Source: an optimization exercise on an open RTL-to-GDS flow (aim: small area). Production flows keep margins and buffers that such runs may drop. The RTL of this run was laid out without a check of its function. Power figures rest on the tool's default switching activity, not on a simulated workload.

==> design.v <==
package cfg_extract_pkg;
    localparam int DATA_W    = 256;
    localparam int KEEP_W    = DATA_W / 8;       
    localparam int ORDER_W   = 16;
    localparam int LANES     = DATA_W / ORDER_W;  
    localparam int NUM_SEG   = 4;                
    localparam int SEG_IDX_W = $clog2(NUM_SEG);
    localparam int CFG_W     = NUM_SEG * DATA_W;
    localparam logic [SEG_IDX_W-1:0] LAST_SEG = SEG_IDX_W'(NUM_SEG - 1);
    localparam int MOD_ID_W   = 4;
    localparam int MOD_ID_LSB = 112;
    localparam logic [MOD_ID_W-1:0] CFG_MODULE_ID = 4'd15;
    localparam int STATE_W = 3;
    localparam logic [STATE_W-1:0] ST_HDR1     = 3'd0;  
    localparam logic [STATE_W-1:0] ST_HDR2     = 3'd1;  
    localparam logic [STATE_W-1:0] ST_LOAD     = 3'd2;
    localparam logic [STATE_W-1:0] ST_FWD      = 3'd3;
    localparam logic [STATE_W-1:0] ST_FWD_TAIL = 3'd4;  
    localparam logic [STATE_W-1:0] ST_FLUSH    = 3'd5;
    typedef union packed {
        struct packed {
            logic [DATA_W-MOD_ID_LSB-MOD_ID_W-1:0] rsvd_hi;
            logic [MOD_ID_W-1:0]                   mod_id;
            logic [MOD_ID_LSB-1:0]                 rsvd_lo;
        } hdr;
        logic [LANES-1:0][ORDER_W-1:0] lane;   
    } beat_u;
endpackage
`timescale 1ns/100ps
module cfg_rx_fsm (
    input  logic                                    axis_clk,
    input  logic                                    aresetn,
    input  cfg_extract_pkg::beat_u                  i_tdata,
    input  logic                                    i_tvalid,
    input  logic                                    i_tlast,
    output logic                                    o_seg_wr,
    output logic [cfg_extract_pkg::SEG_IDX_W-1:0]   o_seg_sel,
    output logic                                    o_commit,
    output logic                                    o_pass
);
    logic [cfg_extract_pkg::STATE_W-1:0]    state;
    logic [cfg_extract_pkg::STATE_W-1:0]    state_nxt;
    logic [cfg_extract_pkg::SEG_IDX_W-1:0]  seg_cnt;     
    logic                                   first_beat;
    logic                                   id_match;
    logic                                   last_seg;
    assign first_beat = i_tvalid && (state == cfg_extract_pkg::ST_HDR1 ||
                                     state == cfg_extract_pkg::ST_FWD_TAIL);
    assign id_match   = (i_tdata.hdr.mod_id == cfg_extract_pkg::CFG_MODULE_ID);
    assign last_seg   = (seg_cnt == cfg_extract_pkg::LAST_SEG);
    always_comb begin
        state_nxt = state;
        case (state)
            cfg_extract_pkg::ST_HDR1: begin
                if (first_beat)
                    state_nxt = cfg_extract_pkg::ST_HDR2;
            end
            cfg_extract_pkg::ST_HDR2: begin
                if (i_tvalid) begin
                    if (id_match)    
                        state_nxt = i_tlast ? cfg_extract_pkg::ST_HDR1 : cfg_extract_pkg::ST_LOAD;
                    else
                        state_nxt = i_tlast ? cfg_extract_pkg::ST_FWD_TAIL
                                            : cfg_extract_pkg::ST_FWD;
                end
            end
            cfg_extract_pkg::ST_LOAD: begin
                if (i_tvalid) begin
                    if (last_seg)    
                        state_nxt = i_tlast ? cfg_extract_pkg::ST_HDR1 : cfg_extract_pkg::ST_FLUSH;
                    else if (i_tlast)
                        state_nxt = cfg_extract_pkg::ST_HDR1;    
                end
            end
            cfg_extract_pkg::ST_FWD: begin
                if (i_tvalid && i_tlast)
                    state_nxt = cfg_extract_pkg::ST_FWD_TAIL;
            end
            cfg_extract_pkg::ST_FWD_TAIL: begin
                state_nxt = first_beat ? cfg_extract_pkg::ST_HDR2 : cfg_extract_pkg::ST_HDR1;
            end
            cfg_extract_pkg::ST_FLUSH: begin
                if (i_tvalid && i_tlast)
                    state_nxt = cfg_extract_pkg::ST_HDR1;
            end
            default: state_nxt = cfg_extract_pkg::ST_HDR1;
        endcase
    end
    always_ff @(posedge axis_clk) begin
        if (!aresetn) begin
            state   <= cfg_extract_pkg::ST_HDR1;
            seg_cnt <= '0;
        end else begin
            state <= state_nxt;
            if (state != cfg_extract_pkg::ST_LOAD)
                seg_cnt <= '0;
            else if (i_tvalid)
                seg_cnt <= seg_cnt + 1'b1;   
        end
    end
    assign o_seg_wr  = (state == cfg_extract_pkg::ST_LOAD) && i_tvalid;
    assign o_seg_sel = seg_cnt;
    assign o_commit  = o_seg_wr && last_seg && i_tlast;
    assign o_pass = (state == cfg_extract_pkg::ST_HDR2 && i_tvalid && !id_match) ||
                    state == cfg_extract_pkg::ST_FWD ||
                    state == cfg_extract_pkg::ST_FWD_TAIL;
endmodule
`timescale 1ns/100ps
module cfg_table_store (
    input  logic                                    axis_clk,
    input  logic                                    aresetn,
    input  cfg_extract_pkg::beat_u                  i_tdata,
    input  logic                                    i_seg_wr,
    input  logic [cfg_extract_pkg::SEG_IDX_W-1:0]   i_seg_sel,
    input  logic                                    i_commit,
    output logic [cfg_extract_pkg::CFG_W-1:0]       o_cfg_info,
    output logic                                    o_cfg_update
);
    logic [cfg_extract_pkg::LANES-1:0][cfg_extract_pkg::ORDER_W-1:0]   swapped;
    logic [cfg_extract_pkg::NUM_SEG-1:0][cfg_extract_pkg::DATA_W-1:0]  shadow;
    logic [cfg_extract_pkg::NUM_SEG-1:0][cfg_extract_pkg::DATA_W-1:0]  table_nxt;
    always_comb begin
        for (int k = 0; k < cfg_extract_pkg::LANES; k++) begin
            swapped[k] = {i_tdata.lane[k][cfg_extract_pkg::ORDER_W/2-1:0],
                          i_tdata.lane[k][cfg_extract_pkg::ORDER_W-1:cfg_extract_pkg::ORDER_W/2]};
        end
    end
    always_ff @(posedge axis_clk) begin
        if (i_seg_wr)
            shadow[i_seg_sel] <= swapped;
    end
    always_comb begin
        table_nxt = shadow;
        if (i_seg_wr)
            table_nxt[i_seg_sel] = swapped;
    end
    always_ff @(posedge axis_clk) begin
        if (!aresetn) begin
            o_cfg_info   <= '0;
            o_cfg_update <= 1'b0;
        end else begin
            o_cfg_update <= i_commit;    
            if (i_commit)
                o_cfg_info <= table_nxt;
        end
    end
endmodule
`timescale 1ns/100ps
module ctrl_bypass (
    input  logic                                axis_clk,
    input  logic                                aresetn,
    input  logic [cfg_extract_pkg::DATA_W-1:0]  i_tdata,
    input  logic [cfg_extract_pkg::KEEP_W-1:0]  i_tkeep,
    input  logic                                i_tvalid,
    input  logic                                i_tlast,
    input  logic                                i_pass,
    output logic [cfg_extract_pkg::DATA_W-1:0]  o_tdata,
    output logic [cfg_extract_pkg::KEEP_W-1:0]  o_tkeep,
    output logic                                o_tvalid,
    output logic                                o_tlast
);
    logic [cfg_extract_pkg::DATA_W-1:0] s1_data;
    logic [cfg_extract_pkg::KEEP_W-1:0] s1_keep;
    logic                               s1_valid;
    logic                               s1_last;
    always_ff @(posedge axis_clk) begin
        if (!aresetn) begin
            s1_valid <= 1'b0;
            s1_last  <= 1'b0;
        end else begin
            s1_valid <= i_tvalid;    
            s1_last  <= i_tlast;
        end
    end
    always_ff @(posedge axis_clk) begin
        s1_data <= i_tdata;
        s1_keep <= i_tkeep;
    end
    always_ff @(posedge axis_clk) begin
        if (!aresetn) begin
            o_tvalid <= 1'b0;
            o_tlast  <= 1'b0;
        end else begin
            o_tvalid <= i_pass && s1_valid;
            o_tlast  <= i_pass && s1_last;
        end
    end
    always_ff @(posedge axis_clk) begin
        o_tdata <= i_pass ? s1_data : '0;    
        o_tkeep <= i_pass ? s1_keep : '0;
    end
endmodule
`timescale 1ns/100ps
module cfg_extract_top (
    input  logic                                axis_clk,
    input  logic                                aresetn,
    input  logic [cfg_extract_pkg::DATA_W-1:0]  i_ctrl_tdata,
    input  logic [cfg_extract_pkg::KEEP_W-1:0]  i_ctrl_tkeep,
    input  logic                                i_ctrl_tvalid,
    input  logic                                i_ctrl_tlast,
    output logic [cfg_extract_pkg::DATA_W-1:0]  o_ctrl_tdata,
    output logic [cfg_extract_pkg::KEEP_W-1:0]  o_ctrl_tkeep,
    output logic                                o_ctrl_tvalid,
    output logic                                o_ctrl_tlast,
    output logic [cfg_extract_pkg::CFG_W-1:0]   o_cfg_info,
    output logic                                o_cfg_update
);
    logic                                   seg_wr;
    logic [cfg_extract_pkg::SEG_IDX_W-1:0]  seg_sel;
    logic                                   commit;
    logic                                   pass;    
    cfg_rx_fsm u_rx_fsm (
        .axis_clk  (axis_clk),
        .aresetn   (aresetn),
        .i_tdata   (i_ctrl_tdata),
        .i_tvalid  (i_ctrl_tvalid),
        .i_tlast   (i_ctrl_tlast),
        .o_seg_wr  (seg_wr),
        .o_seg_sel (seg_sel),
        .o_commit  (commit),
        .o_pass    (pass)
    );
    cfg_table_store u_table_store (
        .axis_clk     (axis_clk),
        .aresetn      (aresetn),
        .i_tdata      (i_ctrl_tdata),
        .i_seg_wr     (seg_wr),
        .i_seg_sel    (seg_sel),
        .i_commit     (commit),
        .o_cfg_info   (o_cfg_info),
        .o_cfg_update (o_cfg_update)
    );
    ctrl_bypass u_bypass (
        .axis_clk (axis_clk),
        .aresetn  (aresetn),
        .i_tdata  (i_ctrl_tdata),
        .i_tkeep  (i_ctrl_tkeep),
        .i_tvalid (i_ctrl_tvalid),
        .i_tlast  (i_ctrl_tlast),
        .i_pass   (pass),
        .o_tdata  (o_ctrl_tdata),
        .o_tkeep  (o_ctrl_tkeep),
        .o_tvalid (o_ctrl_tvalid),
        .o_tlast  (o_ctrl_tlast)
    );
endmodule
==> run.sh <==
#!/bin/bash
# synth_recipe.tcl (not shown) runs the flow's synth.tcl, then flattens the netlist and writes it again
# the make line also repeats each setting of config.mk as NAME=value (left out here)
make -C /OpenROAD-flow-scripts/flow DESIGN_CONFIG=/design/flow/config.mk WORK_HOME=/design/flow/orfs CLKGATE_MAP_FILE= SYNTH_SCRIPT=/design/flow/synth_recipe.tcl finish
==> config.mk <==
export PLATFORM = sky130hd
export DESIGN_NAME = cfg_extract_top
export DESIGN_NICKNAME = cfg_extract_top
export VERILOG_FILES = /design/flow/design.v
export SDC_FILE = /design/flow/constraint.sdc
export NUM_CORES = 4
export LEC_CHECK = 0
export CAP_MARGIN = 20
export CORE_AREA = 10 10 470 470
export DIE_AREA = 0 0 480 480
export SLEW_MARGIN = 20
==> constraint.sdc <==
create_clock -name core_clock -period 5.0 [get_ports {axis_clk}]
set_input_delay 1.0000 -clock core_clock [delete_from_list [all_inputs] [get_ports {axis_clk}]]
set_output_delay 1.0000 -clock core_clock [all_outputs]
set_load 0.01 [all_outputs]
==> results.toml <==
[clock_network]
tritoncts = "done"
cts_setup_buffers = 0
numCtsBuffers = 290
clkTransAtPathRegs_ns = 0.06
ctsLongestPathBuffers = 4
clk_latency_ns = 0.93
cts_root_buffer = "clkbuf_16"
htreeDepth = 5
cts.sinks = 2634
cts_resized = 0
postCtsHoldBufs = 0

[finish]
multi_input_area_um2 = 26600
seqCellArea_um2 = 52700
areaGrowthSynthToFinish_pct = 32.9
final_nets = 8855
num-fill-cells = 18161
drive_above_1_share = 0.0647

[critical_path]
crit_chain = "clkdlybuf4s50_1, buf_4, and4bb_1, nand2_4, buf_4, a22o_1, o21ba_1"
endpoint_kind = "flop"
critPathMaxStageDelay_ns = 0.72
cp_num_buf_inv = 3
cp_common_cell = "buf_4"
crit_slowest_cell = "nand2_4"
startpoint_type = "primary input"
worstPathArrival_ns = 4.22
critPathMaxFanout = 53
crit_type = "in2reg"
critPathTopFamily = "simple AND/OR/NAND/NOR gates"
crit_required_ns = 5.76

[global_routing]
track_usage = 0.284
grt_pass1_wl_mm = 482
grt_max_degree = 184
grt_pass1_vias = 61767
antenna_found_initial = 30
overflow = 0

[floorplanning]
fp.dieH_um = 480
ioPinCount = 1607
core_region_area_um2 = 210000
die_area_um2 = 230000
start_util = 0.393
rows = 168
die_x_um = 480

[timing]
fin_crit_ns = 3.46
fin_worst_skew_ns = 0.0709
period_share = 0.692
rsz0062_at_grt = "false"
setup_viol = 0
drv_slew = 0
hold-worst-slack_ns = 0.384
hold_viol = 0
fmax_mhz = 289
final.setup.tns_ns = 0
worst_pin_slew_ns = 1.33
relSlewSlack = 0.111

[placement]
port_buffers = 1606
dp_hpwl_mm = 237
gp_congestion = 0.873

[routing]
drtIter0Drc = 5340
vias = 63634
wl_per_cell_um = 30.2
drcViolationCount = 0
drtPass1Iterations = 14
vias_per_cell = 5.50
ant_nets = 0
wirelength_mm = 349

[yosys]
async_reset_ff_frac = 0
synth_cells = 7200
syn_area_um2 = 82600
yosysSeqAreaShare = 0.638
synth_ff_type = "dfxtp_1"
synth_warnings = 3
yosysTopAreaCell = "dfxtp_1"
synth_seq_cells = 2634
synth_edf_count = 0
avgSynthCellArea_um2 = 11.5
synth_nets = 7498
synth.distinct_cells = 41
synth_top_area_share = 0.638
synth.area.top_cells = "dfxtp_1, o21ba_1, a22o_1"

[power_and_ir_drop]
totalPowerFinal_w = 0.0458
p_per_area_nw_per_um2 = 417
ir_drop_mv = 0.340
p_leak_nw = 44.2

[run_status]
status = "timing/DRC/antenna clean"

[hold_path]
hold_class = "reg2reg"

[run]
cap_violations = 0
-- final timing paths --
path,startpoint,to,slack (ns),cells past startpoint
max,i_ctrl_tvalid,u_table_store.o_cfg_info[880],1.54,7
min,u_bypass.s1_data[226],u_bypass.o_tdata[226],0.38,1
max reg2reg,u_rx_fsm.state[0],u_table_store.o_cfg_info[880],1.83,5
min reg2reg,u_bypass.s1_data[226],u_bypass.o_tdata[226],0.38,1
-- per-layer routing --
layer  vias to the layer above  routed length [um]  GRT usage
met5                         -                 163          0
met4                        24               19100      0.134
met3                       620               29700     0.0904
met2                      2513              162000      0.464
met1                     32172              138000      0.340
li1                      28305                   -          -
-- per-stage QoR --
| step | cell area, um2 | instances | setup slack, ns | util |
|---|---|---|---|---|
| 2_1_floorplan | 82600 | 7200 | 2.64 | - |
| 3_3_place_gp | 100000 | 11069 | 0.677 | 0.477 |
| 3_5_place_dp | 100000 | 11070 | 0.602 | 0.477 |
| 4_1_cts | 110000 | 11565 | 1.56 | 0.523 |
| 5_1_grt | 110000 | 11570 | 1.46 | 0.523 |
| 6_report | 110000 | 11574 | 1.54 | 0.523 |
-- registers in the layout, summed over array words and instances, names as in the netlist, 2 cells and up --
signal	flops
u_table_store.o_cfg_info	1024
u_table_store.shadow	1024
u_bypass.o_tdata	256
u_bypass.s1_data	256
u_bypass.o_tkeep	32
u_bypass.s1_keep	32
u_rx_fsm.state	3
u_rx_fsm.seg_cnt	2
-- where the power goes --
part	switching, W	leakage [nW]	internal (W)
sequential	0.000257	21.4	0.0220
clock	0.00853	4.70	0.0129
combinational	0.00138	18.1	0.000783
-- cell usage in the layout (no fill, tap or decap), types with 3 or more instances in the layout --
cell type        count
clkdlybuf4s50_1   1605
clkinv_2            35
nand2b_1             3
o21ba_2             18
clkbuf_16          296
buf_4               45
o21ba_1            750
nand2_4              4
ha_1                 6
nor2_1               3
clkinvlp_4           5
inv_6               10
inv_1                4
dfxtp_1           2634
a22o_1             768
o21ai_0           1017
diode_2              9
and2_1             291
o21ai_1             11
bufinv_16           18
buf_12              48
clkbuf_8            74
nand3_1            256
clkbuf_1            54
nand2_1            516
a31oi_1            256
-- worst reg2reg max path, stage by stage, from the launching register on --
cell and delay, ns:
dfxtp_1 0.42, and4bb_1 0.79, nand2_4 0.72, buf_4 0.61, a22o_1 0.33, o21ba_1 0.19
-- logic make-up after synthesis --
| family | count (synthesis) | synth area share |
|---|---|---|
| and+or+nand+nor | 1088 | 0.0628 |
| DFF | 2634 | 0.638 |
| xor gates and xnor gates | 1 | 0.000106 |
| buffers and inverters | 639 | 0.0405 |
| muxes | 1 | 0.000121 |
| AOI/OAI and AO/OA | 2831 | 0.257 |
| adders and majority gates | 6 | 0.000909 |
-- Yosys cell counts, types with 3 or more instances --
cell and instances:
dfxtp_1 2634, o21ai_0 1017, a22o_1 768, o21ba_1 750, nand2_1 520, clkbuf_1 337
and2_1 292, nand3_1 257, a31oi_1 256, buf_2 129, buf_6 84, buf_4 35
buf_1 28, clkbuf_2 22, o21ba_2 18, o21ai_1 11, ha_1 6, inv_1 4
nand2b_1 3, nor2_1 3
-- cell type report --
type | instances | share of cell area
sequential | 2634 | 0.480
multi-input combinational | 3927 | 0.242
timing repair buffer | 1700 | 0.159
clock buffer | 424 | 0.0786
tap | 2805 | 0.0320
clock inverter | 71 | 0.00797
antenna | 9 | 0.000205
inverter | 4 | 0.000137

[port drivers added, routing unchanged]
Ports are ideal in the flow. The routed layout listed here was re-timed in OpenROAD. Step 1 (the two cells are an assumption about what drives the block):
set clk [get_ports {axis_clk}]
set_driving_cell -lib_cell sky130_fd_sc_hd__clkbuf_16 $clk
set_driving_cell -lib_cell sky130_fd_sc_hd__buf_2 [delete_from_list [all_inputs] $clk]
Step 2 adds t to the input delays and takes it off the output delays; t is the mean of the earliest and latest rising clock arrival at the registers after step 1. Input paths then give back, and output paths get back, about the clock's delay inside the block. a / b / c = ideal / step 1 / step 2; a / b = the first two.
t, ns: 0.992
setup WS [ns]: 1.538 / 1.483 / 0.491
worst data-port slew with drivers (ns): 0.26
After both steps setup and hold are still met in this run. The setup slack of this run moves by -0.055 ns with the drivers and by -1.047 ns with both steps.
